Background: an optimization exercise with open tools, aiming at small area, a short achievable clock period and few clock cycles per item. Do not read the settings as production practice. No activity file was given, so power comes from the tool's default toggle rates.

Setup of the baseline:
==> flow/design.v (excerpt) <==
module stop_and_wait_echo_ack_sender_core #(
  parameter int MSG_BYTES   = 8,
  parameter int QUEUE_DEPTH = 8
) (
  input  logic        clk,
  input  logic        rst,
  input  logic        in_valid,
  output logic        in_stall,
  input  logic [1:0]  mode,
  input  logic [7:0]  rx_byte,
  input  logic [63:0] message,
  output logic        out_valid,
  input  logic        out_stall,
  output logic [1:0]  send_kind,
  output logic [63:0] atom,
  output logic        acked,
  output logic        enqueue_accepted,
  output logic [8:0]  queue_count,
  output logic        link_ready,
  input  logic        cfg_write,
  input  logic        cfg_index,
  input  logic [7:0]  cfg_data
);
  logic [7:0] init_char;
  logic [7:0] error_char;
  always_ff @(posedge clk) begin
    if (rst) begin
      init_char  <= 8'd0;
      error_char <= 8'd0;
    end else if (cfg_write) begin
      if (cfg_index) error_char <= cfg_data;
      else           init_char  <= cfg_data;
    end
  end
  logic [63:0] q [8];        
  logic [3:0]  fill;         
  logic [8:0]  fill_oh;      
  logic        pend;         
  logic        link_up;
  logic        ack_ok;       
  logic        have_lead;    
  logic [2:0]  idx;          
  logic [7:0]  lead;         
  logic        mm;           
  logic        mme;          
  logic [1:0]  o_kind;
  logic        o_a0;         
  logic        o_a1;         
  logic        o_acked;
  logic        o_enq;
  logic [3:0] fill_up, fill_dn;
  assign fill_up = {fill_oh[7], fill_oh[6] | fill_oh[5] | fill_oh[4] | fill_oh[3],
                    fill_oh[6] | fill_oh[5] | fill_oh[2] | fill_oh[1],
                    fill_oh[6] | fill_oh[4] | fill_oh[2] | fill_oh[0]};
  assign fill_dn = {1'b0, fill_oh[8] | fill_oh[7] | fill_oh[6] | fill_oh[5],
                    fill_oh[8] | fill_oh[7] | fill_oh[4] | fill_oh[3],
  ...
==> module stop_and_wait_echo_ack_sender_core, before the edit <==
module stop_and_wait_echo_ack_sender_core #(
  parameter int MSG_BYTES   = 8,
  parameter int QUEUE_DEPTH = 8
) (
  input  logic        clk,
  input  logic        rst,
  input  logic        in_valid,
  output logic        in_stall,
  input  logic [1:0]  mode,
  input  logic [7:0]  rx_byte,
  input  logic [63:0] message,
  output logic        out_valid,
  input  logic        out_stall,
  output logic [1:0]  send_kind,
  output logic [63:0] atom,
  output logic        acked,
  output logic        enqueue_accepted,
  output logic [8:0]  queue_count,
  output logic        link_ready,
  input  logic        cfg_write,
  input  logic        cfg_index,
  input  logic [7:0]  cfg_data
);
  logic [7:0] init_char;
  logic [7:0] error_char;
  always_ff @(posedge clk) begin
    if (rst) begin
      init_char  <= 8'd0;
      error_char <= 8'd0;
    end else if (cfg_write) begin
      if (cfg_index) error_char <= cfg_data;
      else           init_char  <= cfg_data;
    end
  end
  logic [63:0] q [8];        
  logic [3:0]  fill;         
  logic [8:0]  fill_oh;      
  logic        pend;         
  logic        link_up;
  logic        ack_ok;       
  logic        have_lead;    
  logic [2:0]  idx;          
  logic [7:0]  lead;         
  logic        mm;           
  logic        mme;          
  logic [1:0]  o_kind;
  logic        o_a0;         
  logic        o_a1;         
  logic        o_acked;
  logic        o_enq;
  logic [3:0] fill_up, fill_dn;
  assign fill_up = {fill_oh[7], fill_oh[6] | fill_oh[5] | fill_oh[4] | fill_oh[3],
                    fill_oh[6] | fill_oh[5] | fill_oh[2] | fill_oh[1],
                    fill_oh[6] | fill_oh[4] | fill_oh[2] | fill_oh[0]};
  assign fill_dn = {1'b0, fill_oh[8] | fill_oh[7] | fill_oh[6] | fill_oh[5],
                    fill_oh[8] | fill_oh[7] | fill_oh[4] | fill_oh[3],
                    fill_oh[8] | fill_oh[6] | fill_oh[4] | fill_oh[2]};
  logic go;
  assign in_stall = out_stall;
  assign go       = in_valid & ~out_stall;
  logic is_rx, is_init, rx_init, rx_data, is_enq, is_tick, enq_ok;
  assign is_rx   = (mode == 2'd0);
  assign is_init = (rx_byte == init_char);
  assign rx_init = is_rx & is_init;
  assign rx_data = is_rx & ~is_init & link_up;
  assign is_enq  = (mode == 2'd1);
  assign is_tick = (mode == 2'd2);
  assign enq_ok  = is_enq & ~fill_oh[8];
  logic nonempty, last, byte_ne, match, fin, send, deq;
  logic [7:0] hbyte;
  assign nonempty  = ~fill_oh[0];
  assign last      = have_lead & (idx == 3'd7);
  assign hbyte     = q[0][8*idx +: 8];
  assign byte_ne   = (rx_byte != hbyte);
  assign match     = nonempty & (lead != error_char) & ~mm & ~mme & (rx_byte == q[0][63:56]);
  assign fin       = rx_data & last;
  assign send      = fin ? (match ? ~(fill_oh[0] | fill_oh[1]) : nonempty)
                         : (is_tick & link_up & ack_ok & nonempty);
  assign deq       = go & fin & match;
  logic       shift;
  logic [7:0] tail;          
  logic [7:0] ld;
  logic [7:0] hold;
  logic [6:0] st;            
  assign shift   = pend & ~(go & is_enq & ~fill_oh[7]);
  assign tail[0] = ~pend & fill_oh[0];
  for (genvar i = 1; i < 7; i++) begin : g_tail
    assign tail[i] = pend ? fill_oh[i-1] : fill_oh[i];
  end
  assign tail[7] = pend ? (fill_oh[6] | fill_oh[7]) : fill_oh[7];
  for (genvar i = 0; i < 8; i++) begin : g_ld
    assign ld[i] = go & is_enq & tail[i];
  end
  for (genvar i = 0; i < 7; i++) begin : g_hold
    assign hold[i] = ~(shift | ld[i]);
  end
  assign hold[7] = ~ld[7];
  for (genvar k = 0; k < 7; k++) begin : g_st
    assign st[k] = go & rx_data & have_lead & fill_oh[0] & (idx == 3'(k));
  end
  logic [6:0] lane_ne;
  logic       mm_enq;
  for (genvar k = 0; k < 7; k++) begin : g_lane
    assign lane_ne[k] = (message[8*k +: 8] != q[7][8*k +: 8]) & (3'(k) < idx);
  end
  assign mm_enq = |lane_ne;
  for (genvar i = 0; i < 7; i++) begin : g_q
    always_ff @(posedge clk) begin
      q[i] <= ({64{shift}} & q[i+1]) | ({64{ld[i]}} & message) | ({64{hold[i]}} & q[i]);
    end
  end
  for (genvar k = 0; k < 8; k++) begin : g_q7
    if (k < 7) begin : g_st_lane
      always_ff @(posedge clk) begin
        q[7][8*k +: 8] <= ({8{ld[7]}} & message[8*k +: 8]) | ({8{st[k]}} & rx_byte)
                        | ({8{hold[7] & ~st[k]}} & q[7][8*k +: 8]);
      end
    end else begin : g_plain_lane
      always_ff @(posedge clk) begin
        q[7][8*k +: 8] <= ({8{ld[7]}} & message[8*k +: 8]) | ({8{hold[7]}} & q[7][8*k +: 8]);
      end
    end
  end
  logic show, pend_next;
  assign show      = go ? send : o_kind[0];
  assign pend_next = deq | (pend & ~shift);
  always_ff @(posedge clk) begin
    o_a0 <= show & ~pend_next;
    o_a1 <= show & pend_next;
  end
  always_ff @(posedge clk) begin
    if (go & rx_data & ~have_lead) begin
      lead <= rx_byte;
    end
    if (go & rx_data) begin
      if (~have_lead) mm <= 1'b0;
      else            mm <= mm | (nonempty & byte_ne);
    end
    if (go & rx_data & ~have_lead) begin
      mme <= 1'b0;
    end else if (go & is_enq & fill_oh[0]) begin
      mme <= mm_enq;
    end
    if (go) begin
      o_kind  <= rx_init ? 2'd2 : send ? 2'd1 : 2'd0;
      o_acked <= fin & match;
      o_enq   <= enq_ok;
    end
  end
  always_ff @(posedge clk) begin
    if (rst) begin
      fill      <= 4'd0;
      fill_oh   <= 9'd1;
      pend      <= 1'b0;
      link_up   <= 1'b0;
      ack_ok    <= 1'b0;
      have_lead <= 1'b0;
      idx       <= 3'd0;
      out_valid <= 1'b0;
    end else begin
      pend <= pend_next;
      if (go) begin
        out_valid <= 1'b1;
      end else if (~out_stall) begin
        out_valid <= 1'b0;
      end
      if (deq) begin
        fill    <= fill_dn;
        fill_oh <= fill_oh >> 1;
      end else if (go & enq_ok) begin
        fill    <= fill_up;
        fill_oh <= fill_oh << 1;
      end
      if (go & rx_init) begin
        link_up <= 1'b1;
        if (~link_up) ack_ok <= 1'b1;
      end else if (go & fin) begin
        if (send)        ack_ok <= 1'b0;
        else if (match)  ack_ok <= 1'b1;
      end else if (go & send) begin
        ack_ok <= 1'b0;
      end
      if (go & rx_data) begin
        have_lead <= ~last;
        if (have_lead) idx <= idx + 3'd1;
      end
    end
  end
  assign send_kind        = o_kind;
  assign atom             = ({64{o_a0}} & q[0]) | ({64{o_a1}} & q[1]);
  assign acked            = o_acked;
  assign enqueue_accepted = o_enq;
  assign queue_count      = {5'd0, fill};
  assign link_ready       = link_up;
endmodule
Settings: LEC_CHECK=0, CAP_MARGIN=20, CORE_MARGIN=2, CORE_UTILIZATION=50, CTS_CLUSTER_DIAMETER=100, CTS_CLUSTER_SIZE=26, SETUP_SLACK_MARGIN=2.6, SLEW_MARGIN=50; clock period 5.0 ns.
standard.sh (not shown) runs the stock make flow with config.mk's settings and CLKGATE_MAP_FILE= SYNTH_SCRIPT=/design/flow/synth_recipe.tcl, a recipe that flattens the netlist after the stock synthesis.
==> flow/flow/run.sh <==
#!/bin/bash
# Standard layout, except that the delay cells (clkdlybuf4s*, dlygate*, dlymetal*)
# are don't-use after synthesis, so port buffers, repair and hold fixing use
# plain buffers. Synthesis is the standard one, unchanged.
set -euo pipefail
cd "$(dirname "$0")/.."
bash standard.sh synth > synth.log 2>&1
DU=$(make -s -C "$FLOW_HOME" DESIGN_CONFIG="$PWD/config.mk" WORK_HOME="$PWD/orfs" print-DONT_USE_CELLS 2>/dev/null | sed -n 's/^DONT_USE_CELLS: //p')
EXTRA=""
for c in clkdlybuf4s15_1 clkdlybuf4s15_2 clkdlybuf4s18_1 clkdlybuf4s18_2 clkdlybuf4s25_1 clkdlybuf4s25_2 \
         clkdlybuf4s50_1 clkdlybuf4s50_2 dlygate4sd1_1 dlygate4sd2_1 dlygate4sd3_1 \
         dlymetal6s2s_1 dlymetal6s4s_1 dlymetal6s6s_1; do
  EXTRA="$EXTRA sky130_fd_sc_hd__$c"
done
bash standard.sh "DONT_USE_CELLS=$DU$EXTRA" finish > layout.log 2>&1
The flow did not stop early for the baseline: all stages ran, and the layout cleared the timing, design-rule and antenna checks.
Edits applied to the flow inputs when going from the baseline to the candidate:
-- flow/design.v --
<<< the baseline, line 74
  logic [7:0]  lead;         
  logic        mm;           
  logic        mme;          
  logic [1:0]  o_kind;
  logic        o_a0;         
  logic        o_a1;         
  logic        o_acked;
  logic        o_enq;
>>> the candidate, line 74
  logic [7:0]  lead;         
  logic        mm;           
  logic        chk;          
  logic        mmx;          
  logic [1:0]  o_kind;
  logic [63:0] o_atom;
  logic        o_acked;
  logic        o_enq;
<<< the baseline, line 104
  assign hbyte     = q[0][8*idx +: 8];
  assign byte_ne   = (rx_byte != hbyte);
  assign match     = nonempty & (lead != error_char) & ~mm & ~mme & (rx_byte == q[0][63:56]);
  assign fin       = rx_data & last;
  assign send      = fin ? (match ? ~(fill_oh[0] | fill_oh[1]) : nonempty)
>>> the candidate, line 104
  assign hbyte     = q[0][8*idx +: 8];
  assign byte_ne   = (rx_byte != hbyte);
  assign match     = nonempty & (lead != error_char) & ~mmx & (rx_byte == q[0][63:56]);
  assign fin       = rx_data & last;
  assign send      = fin ? (match ? ~(fill_oh[0] | fill_oh[1]) : nonempty)
<<< the baseline, line 131
  end
  logic [6:0] lane_ne;
  logic       mm_enq;
  for (genvar k = 0; k < 7; k++) begin : g_lane
    assign lane_ne[k] = (message[8*k +: 8] != q[7][8*k +: 8]) & (3'(k) < idx);
  end
  assign mm_enq = |lane_ne;
  for (genvar i = 0; i < 7; i++) begin : g_q
    always_ff @(posedge clk) begin
>>> the candidate, line 131
  end
  logic [6:0] lane_ne;
  for (genvar k = 0; k < 7; k++) begin : g_lane
    assign lane_ne[k] = (q[0][8*k +: 8] != q[7][8*k +: 8]) & (3'(k) < idx);
  end
  assign mmx = mm | (chk & (|lane_ne));
  for (genvar i = 0; i < 7; i++) begin : g_q
    always_ff @(posedge clk) begin
<<< the baseline, line 153
    end
  end
  logic show, pend_next;
  assign show      = go ? send : o_kind[0];
  assign pend_next = deq | (pend & ~shift);
  always_ff @(posedge clk) begin
    o_a0 <= show & ~pend_next;
    o_a1 <= show & pend_next;
  end
  always_ff @(posedge clk) begin
>>> the candidate, line 152
    end
  end
  logic sel0, sel1, show;
  assign show = go ? send : o_kind[0];
  assign sel1 = show & ((go & deq) | pend);
  assign sel0 = show & ~((go & deq) | pend);
  always_ff @(posedge clk) begin
    o_atom <= ({64{sel0}} & q[0]) | ({64{sel1}} & q[1]);
  end
  always_ff @(posedge clk) begin
<<< the baseline, line 164
      lead <= rx_byte;
    end
    if (go & rx_data) begin
      if (~have_lead) mm <= 1'b0;
      else            mm <= mm | (nonempty & byte_ne);
    end
    if (go & rx_data & ~have_lead) begin
      mme <= 1'b0;
    end else if (go & is_enq & fill_oh[0]) begin
      mme <= mm_enq;
    end
    if (go) begin
>>> the candidate, line 163
      lead <= rx_byte;
    end
    if (go & rx_data & ~have_lead) begin
      mm <= 1'b0;
    end else begin
      mm <= mmx | (go & rx_data & nonempty & byte_ne);
    end
    if (go) begin
<<< the baseline, line 184
      fill_oh   <= 9'd1;
      pend      <= 1'b0;
      link_up   <= 1'b0;
      ack_ok    <= 1'b0;
>>> the candidate, line 179
      fill_oh   <= 9'd1;
      pend      <= 1'b0;
      chk       <= 1'b0;
      link_up   <= 1'b0;
      ack_ok    <= 1'b0;
<<< the baseline, line 190
      out_valid <= 1'b0;
    end else begin
      pend <= pend_next;
      if (go) begin
        out_valid <= 1'b1;
>>> the candidate, line 186
      out_valid <= 1'b0;
    end else begin
      pend <= deq | (pend & ~shift);
      chk  <= go & is_enq & fill_oh[0] & have_lead;
      if (go) begin
        out_valid <= 1'b1;
<<< the baseline, line 219
  end
  assign send_kind        = o_kind;
  assign atom             = ({64{o_a0}} & q[0]) | ({64{o_a1}} & q[1]);
  assign acked            = o_acked;
  assign enqueue_accepted = o_enq;
>>> the candidate, line 216
  end
  assign send_kind        = o_kind;
  assign atom             = o_atom;
  assign acked            = o_acked;
  assign enqueue_accepted = o_enq;
Findings:
The candidate: PASS, flow complete, no timing, DRC or antenna violations
On the candidate: combinational share of power is 1.2 points higher than what the baseline gave.
The post-detailed-route wirelength per cell of the candidate is higher than that of the baseline.
Against the baseline, the candidate comes in 0.058 ns lower on worst setup slack.
Share of the synthesized netlist area taken by xor and xnor gates of the baseline is on par with the candidate.
The candidate: sequential share of layout area is 0.85 points higher than what the baseline reported.
When the candidate is measured against the baseline, its distinct cell type count of the synthesized netlist turns out 5 higher.
For the baseline, the category of the critical setup timing path was flip-flop to output port, unlike the candidate, where it was flip-flop to flip-flop.
Compared the candidate vs the baseline, and layout sequential cell count is up in the candidate.
The candidate ends up with a design area that is about 9% higher than in the baseline.
Sequential fraction of design power down 0.9 points in the candidate wrt the baseline
Diff the baseline -> the candidate | post-placement setup slack | decrease of 0.0032 ns
Re post-cts resize count: the candidate and the baseline aren't equal, and the lower value belongs to the candidate.
The candidate: count of state elements after synthesis is 11% higher than what the baseline reported.
Compared with the baseline, the candidate shows total chip power that has gone up by more than 10%.
No run of this note included a check of the RTL's function; only the layout flow was run.

[afterwards: timing with drivers on the ports]
Ports are ideal in the flow. The routed layouts listed here were re-timed in OpenROAD.
Step 1, drivers: a clkbuf_16 drives clk and a buf_2 each remaining input, both assumed.
Step 2 also shifts input and output timing later by t, the mid clock arrival at the registers, as if the neighbouring blocks saw the same clock.
Three values: no drivers, after step 1, after step 2; two values: the first two.
run	t (ns)	setup slack, ns	worst register clock-pin slew, ns
the baseline	0.642	2.298 / 2.239 / 2.009	0.11 / 0.11
the candidate	0.669	2.240 / 2.240 / 1.778	0.11 / 0.11
After both steps every run listed still meets setup and hold. For the candidate, which loses most, drivers alone change the setup slack by 0.000 ns; drivers and shift together by -0.462 ns.
